From an optimization exercise on the open Yosys and OpenROAD flow, aimed at small area, a short achievable clock period and few clock cycles per item; shortcuts taken in it are not production practice.

Setup of run A:
==> flow/design.v <==
package r2b_pkg;
  localparam logic [5:0] K_HDR0   = 6'd10;
  localparam logic [5:0] K_M1LAST = 6'd11;
  localparam logic [5:0] K_M2INIT = 6'd15;
  localparam logic [5:0] K_M2LAST = 6'd27;
  localparam logic [5:0] K_RCINC  = 6'd1;
endpackage
import r2b_pkg::*;
module rgb565_to_bmp24_stream_writer (
  input  logic        clk_i,
  input  logic        rst_ni,
  input  logic        pix_valid_i,
  output logic        pix_ready_o,
  input  logic [15:0] pix_rgb565_i,
  output logic        out_valid_o,
  input  logic        out_ready_i,
  output logic [7:0]  out_byte_o,
  output logic        out_last_of_run_o,
  output logic        out_end_of_image_o,
  input  logic        cfg_we_i,
  input  logic [0:0]  cfg_idx_i,
  input  logic [12:0] cfg_data_i
);
  function automatic logic [7:0] scale5(logic [4:0] v);
    logic [2:0] u;
    if (v >= 5'd31)      u = 3'd7;
    else if (v >= 5'd27) u = 3'd6;
    else if (v >= 5'd23) u = 3'd5;
    else if (v >= 5'd18) u = 3'd4;
    else if (v >= 5'd14) u = 3'd3;
    else if (v >= 5'd9)  u = 3'd2;
    else if (v >= 5'd5)  u = 3'd1;
    else                 u = 3'd0;
    scale5 = {v, u};
  endfunction
  function automatic logic [7:0] scale6(logic [5:0] v);
    logic [1:0] t;
    if (v == 6'd63)      t = 2'd3;
    else if (v >= 6'd42) t = 2'd2;
    else if (v >= 6'd21) t = 2'd1;
    else                 t = 2'd0;
    scale6 = {v, t};
  endfunction
  function automatic logic [11:0] clamp_dim(logic [12:0] d);
    clamp_dim[11:1] = d[12] ? 11'd0 : d[11:1];
    clamp_dim[0]    = ~d[12] & (d[0] | (d[11:1] == 11'd0));
  endfunction
  logic [11:0] w_q, h_q;
  always_ff @(posedge clk_i or negedge rst_ni) begin
    if (!rst_ni) begin
      w_q <= 12'd320;
      h_q <= 12'd240;
    end else if (cfg_we_i) begin
      if (cfg_idx_i[0]) h_q <= clamp_dim(cfg_data_i);
      else              w_q <= clamp_dim(cfg_data_i);
    end
  end
  wire [12:0] w_full = {w_q == 12'd0, w_q};
  wire [12:0] h_full = {h_q == 12'd0, h_q};
  logic        nf_q;         
  logic        pb_full_q;    
  logic        pbf_o_q;      
  logic        pnew_q;       
  logic        ph_q;         
  logic        rr_v_q;       
  logic [1:0]  pad_q;        
  logic        hdr_q;        
  logic [5:0]  hidx_q;       
  logic        ov_q;         
  logic        sf_q;         
  logic [15:0] pb_q;
  logic [4:0]  rr_q;
  logic        re_l_q, fe_l_q;    
  logic [12:0] acc_q, lo_q;       
  logic        bw_q;              
  logic        qi_q;              
  logic [7:0]  byte_q, sbyte_q;
  logic        last_q, eoi_q, slast_q, seoi_q;
  wire [11:0] cc = lo_q[11:0];
  wire [11:0] rc = acc_q[11:0];
  logic re_q, fe_q;
  wire  first = nf_q | fe_q;
  wire go       = ~sf_q;                     
  wire out_free = ~ov_q | out_ready_i;       
  wire pad_pend = (pad_q != 2'd0);
  wire k_ge10   = (hidx_q >= K_HDR0);
  wire sel_r   = rr_v_q;
  wire sel_pad = ~rr_v_q & pad_pend;
  wire sel_hdr = ~rr_v_q & ~pad_pend & hdr_q & k_ge10;
  wire sel_pix = ~rr_v_q & ~pad_pend & ~hdr_q & pb_full_q & ~(pnew_q & first);
  wire sel_any = sel_r | sel_pad | sel_hdr | sel_pix;
  wire sel_g   = sel_pix & ph_q;
  wire hfree   = hdr_q & ~k_ge10;
  wire hstep   = hfree | (go & sel_hdr);
  wire init1 = pnew_q & first;
  wire m1    = (hidx_q <= K_M1LAST);
  wire m2    = (hidx_q > K_M2INIT) && (hidx_q <= K_M2LAST);
  wire mstep = hstep & (m1 | m2);
  wire init2 = hstep & (hidx_q == K_M2INIT);
  wire hlast = hstep & (hidx_q == 6'd63);
  wire mask3 = (hidx_q == K_M1LAST - 6'd1) | (hidx_q == K_M2LAST - 6'd1);
  wire bw_n  = (lo_q[0] & (~lo_q[2] | bw_q)) | (~lo_q[2] & bw_q);
  wire qi_n  = ~lo_q[1] ^ (~lo_q[3] & ~mask3) ^ bw_n;
  wire [13:0] msum = {1'b0, acc_q} + ({14{qi_q}} & {1'b0, h_full});
  wire cc_adv  = pnew_q & ~first;
  wire lo_load = init1 | init2 | hlast | (cc_adv & re_q);
  wire [11:0] inc_in  = hdr_q ? ~h_q : (re_q ? rc : cc);
  wire [11:0] inc_out = inc_in + 12'd1;
  always_ff @(posedge clk_i) begin
    if (init1 | init2) begin
      acc_q <= init1 ? 13'd13 : 13'd0;      
      bw_q  <= 1'b0;
      qi_q  <= w_full[0] ^ w_full[2];
    end else if (mstep) begin
      acc_q <= msum[13:1];
      bw_q  <= bw_n;
      qi_q  <= qi_n;
    end else if (hlast | (cc_adv & re_q)) begin
      acc_q <= {1'b0, inc_out};
    end
    if (lo_load)     lo_q <= ~w_full;
    else if (mstep)  lo_q <= {msum[0], lo_q[12:1]};
    else if (cc_adv) lo_q <= {lo_q[12], inc_out};
  end
  wire [24:0] prod = {acc_q, lo_q[12:1]};
  function automatic logic [7:0] size_byte(logic [24:0] p, logic [1:0] k, logic lsb1);
    case (k)
      2'd0:    size_byte = {p[5:0], lsb1, 1'b0};
      2'd1:    size_byte = p[13:6];
      2'd2:    size_byte = p[21:14];
      default: size_byte = {6'd0, p[23:22]};
    endcase
  endfunction
  logic [7:0] hdr_byte;
  always_comb begin
    case (hidx_q)
      6'd10: hdr_byte = 8'h42;
      6'd11: hdr_byte = 8'h4D;
      6'd12, 6'd13, 6'd14, 6'd15: hdr_byte = size_byte(prod, hidx_q[1:0], 1'b1);
      6'd20: hdr_byte = 8'd54;
      6'd24: hdr_byte = 8'd40;
      6'd28: hdr_byte = w_full[7:0];
      6'd29: hdr_byte = {3'd0, w_full[12:8]};
      6'd32: hdr_byte = inc_out[7:0];
      6'd33: hdr_byte = {4'hF, inc_out[11:8]};
      6'd34, 6'd35: hdr_byte = 8'hFF;
      6'd36: hdr_byte = 8'd1;
      6'd38: hdr_byte = 8'd24;
      6'd44, 6'd45, 6'd46, 6'd47: hdr_byte = size_byte(prod, hidx_q[1:0], 1'b0);
      default: hdr_byte = 8'h00;
    endcase
  end
  always_ff @(posedge clk_i or negedge rst_ni) begin
    if (!rst_ni) begin
      nf_q       <= 1'b1;
      pb_full_q  <= 1'b0;
      pbf_o_q    <= 1'b0;
      pnew_q     <= 1'b0;
      ph_q       <= 1'b0;
      rr_v_q     <= 1'b0;
      pad_q      <= 2'd0;
      hdr_q      <= 1'b0;
      ov_q       <= 1'b0;
      sf_q       <= 1'b0;
    end else begin
      pnew_q     <= ~pb_full_q & pix_valid_i;
      pb_full_q  <= pb_full_q ? ~(go & sel_g) : pix_valid_i;
      pbf_o_q    <= pb_full_q ? ~(go & sel_g) : pix_valid_i;
      if (pnew_q) nf_q <= 1'b0;
      if (go & sel_pix) ph_q <= ~ph_q;
      if (go) begin
        if (sel_g)      rr_v_q <= 1'b1;
        else if (sel_r) rr_v_q <= 1'b0;
        if (sel_r)        pad_q <= re_l_q ? w_q[1:0] : 2'd0;
        else if (sel_pad) pad_q <= pad_q - 2'd1;
      end
      if (init1)      hdr_q <= 1'b1;
      else if (hlast) hdr_q <= 1'b0;
      ov_q <= sf_q | (go & sel_any) | ~out_free;
      sf_q <= ~out_free & (sf_q | sel_any);
    end
  end
  always_ff @(posedge clk_i) begin
    if (init1)      hidx_q <= 6'd0;
    else if (hstep) hidx_q <= hidx_q + 6'd1;
  end
  wire w1 = (w_q == 12'd1);
  always_ff @(posedge clk_i) begin
    if (hlast) begin
      re_q <= w1;
      fe_q <= w1 & (h_q == 12'd1);
    end else if (cc_adv) begin
      if (re_q) begin
        re_q <= w1;
        fe_q <= w1 & (rc == 12'hFFE);
      end else begin
        re_q <= (cc == 12'hFFD);
        fe_q <= (cc == 12'hFFD) & (rc == 12'hFFF);
      end
    end
  end
  always_ff @(posedge clk_i) begin
    if (~pb_full_q) pb_q <= pix_rgb565_i;
    if (go & sel_g) begin
      rr_q   <= pb_q[15:11];
      re_l_q <= re_q;
      fe_l_q <= fe_q;
    end
  end
  logic [7:0] byte_d;
  logic       last_d, eoi_d;
  wire        pad0 = (w_q[1:0] == 2'd0);
  wire [4:0]  s5_in = sel_r ? rr_q : pb_q[4:0];
  always_comb begin
    byte_d = 8'h00;
    last_d = 1'b0;
    eoi_d  = 1'b0;
    if (sel_r) begin
      byte_d = scale5(s5_in);
      last_d = ~re_l_q | pad0;
      eoi_d  = fe_l_q & pad0;
    end else if (sel_pad) begin
      last_d = (pad_q == 2'd1);
      eoi_d  = fe_l_q & (pad_q == 2'd1);
    end else if (hdr_q) begin
      byte_d = hdr_byte;
    end else if (ph_q) begin
      byte_d = scale6(pb_q[10:5]);
    end else begin
      byte_d = scale5(s5_in);
    end
  end
  always_ff @(posedge clk_i) begin
    if (~sf_q) begin
      sbyte_q <= byte_d;
      slast_q <= last_d;
      seoi_q  <= eoi_d;
    end
    if (out_free) begin
      byte_q <= sf_q ? sbyte_q : byte_d;
      last_q <= sf_q ? slast_q : last_d;
      eoi_q  <= sf_q ? seoi_q  : eoi_d;
    end
  end
  assign pix_ready_o        = ~pbf_o_q;
  assign out_valid_o        = ov_q;
  assign out_byte_o         = byte_q;
  assign out_last_of_run_o  = last_q;
  assign out_end_of_image_o = eoi_q;
endmodule
export LEC_CHECK = 0
export ABC_CLOCK_PERIOD_IN_PS = 2500
export CAP_MARGIN = 20
export CORE_MARGIN = 2
export CORE_UTILIZATION = 40
export SLEW_MARGIN = 20
create_clock -name core_clock -period 9.0 [get_ports {clk_i}]
standard.sh (not shown) runs the stock make flow with config.mk's settings and CLKGATE_MAP_FILE= SYNTH_SCRIPT=/design/flow/synth_recipe.tcl, a recipe that flattens the netlist after the stock synthesis.
==> flow/flow/run.sh <==
#!/bin/bash
# The standard layout, with plain buffers (buf_1) on the ports instead of the default port
# buffer cell (the resizer still sizes them up where timing needs it), and timing repair
# aiming for 6.3 ns of setup slack.
set -euo pipefail
bash standard.sh "BUFFER_PORTS_ARGS=-buffer_cell sky130_fd_sc_hd__buf_1" SETUP_SLACK_MARGIN=6.3 finish > standard_make.log 2>&1
The inputs of run B differ from those of run A as listed below.
--- a/flow/design.v
+++ b/flow/design.v
@@ -70,7 +70,6 @@
   logic        sf_q;         
   logic [15:0] pb_q;
   logic [4:0]  rr_q;
-  logic        re_l_q, fe_l_q;    
   logic [12:0] acc_q, lo_q;       
   logic        bw_q;              
   logic        qi_q;              
@@ -171,7 +170,7 @@
       if (go) begin
         if (sel_g)      rr_v_q <= 1'b1;
         else if (sel_r) rr_v_q <= 1'b0;
-        if (sel_r)        pad_q <= re_l_q ? w_q[1:0] : 2'd0;
+        if (sel_r)        pad_q <= re_q ? w_q[1:0] : 2'd0;
         else if (sel_pad) pad_q <= pad_q - 2'd1;
       end
       if (init1)      hdr_q <= 1'b1;
@@ -184,27 +183,12 @@
     if (init1)      hidx_q <= 6'd0;
     else if (hstep) hidx_q <= hidx_q + 6'd1;
   end
-  wire w1 = (w_q == 12'd1);
-  always_ff @(posedge clk_i) begin
-    if (hlast) begin
-      re_q <= w1;
-      fe_q <= w1 & (h_q == 12'd1);
-    end else if (cc_adv) begin
-      if (re_q) begin
-        re_q <= w1;
-        fe_q <= w1 & (rc == 12'hFFE);
-      end else begin
-        re_q <= (cc == 12'hFFD);
-        fe_q <= (cc == 12'hFFD) & (rc == 12'hFFF);
-      end
-    end
-  end
   always_ff @(posedge clk_i) begin
     if (~pb_full_q) pb_q <= pix_rgb565_i;
     if (go & sel_g) begin
-      rr_q   <= pb_q[15:11];
-      re_l_q <= re_q;
-      fe_l_q <= fe_q;
+      rr_q <= pb_q[15:11];
+      re_q <= (cc == 12'hFFE);
+      fe_q <= (cc == 12'hFFE) & (rc == 12'hFFF);
     end
   end
   logic [7:0] byte_d;
@@ -217,11 +201,11 @@
     eoi_d  = 1'b0;
     if (sel_r) begin
       byte_d = scale5(s5_in);
-      last_d = ~re_l_q | pad0;
-      eoi_d  = fe_l_q & pad0;
+      last_d = ~re_q | pad0;
+      eoi_d  = fe_q & pad0;
     end else if (sel_pad) begin
       last_d = (pad_q == 2'd1);
-      eoi_d  = fe_l_q & (pad_q == 2'd1);
+      eoi_d  = fe_q & (pad_q == 2'd1);
     end else if (hdr_q) begin
       byte_d = hdr_byte;
     end else if (ph_q) begin
- Run B reached the end of the flow, and the finished layout is clean on the timing, DRC and antenna checks.
- The run showing the greater fraction of area in multi-input gates is run B.
- Run B: period utilization 0.63 points below run A
- Going from run A to run B, number of combinational gates with multiple inputs higher, total met3 wirelength after detailed routing lower.
- Taking run A as the reference, in run B area overhead of the layout relative to synthesis saw a decrease, number of buffer and inverter stages on the critical path lower, die area went down.
Function was not checked in any run of this note: the RTL went through the layout flow alone.

-- port drivers added, routing unchanged --
How much do the figures lean on ideal ports? The routed layouts below were timed once more, with nothing changed but the port constraints. Step 1 (the two cells are an assumption about what drives the block):
set clk [get_ports {clk_i}]
set_driving_cell -lib_cell sky130_fd_sc_hd__clkbuf_16 $clk
set_driving_cell -lib_cell sky130_fd_sc_hd__buf_2 [delete_from_list [all_inputs] $clk]
Step 2 moves the port delays by t, midway between the first and last clock arrival at a register: inputs arrive t later, outputs are due t later. That takes back most of the time a late clock gives input paths. Three values: no drivers, after step 1, after step 2; two values: the first two.
run | shift t [ns] | slack for setup (ns) | hold WS [ns] | worst setup path at the end | latest minus earliest clock arrival (ns)
run A | 0.466 | 6.124 / 6.077 / 6.173 | 0.419 / 0.419 / 0.419 | input to register | 0.017 / 0.017
run B | 0.405 | 6.180 / 6.134 / 6.214 | 0.423 / 0.423 / 0.423 | input to register | 0.015 / 0.015
After both steps every run listed still meets setup and hold.
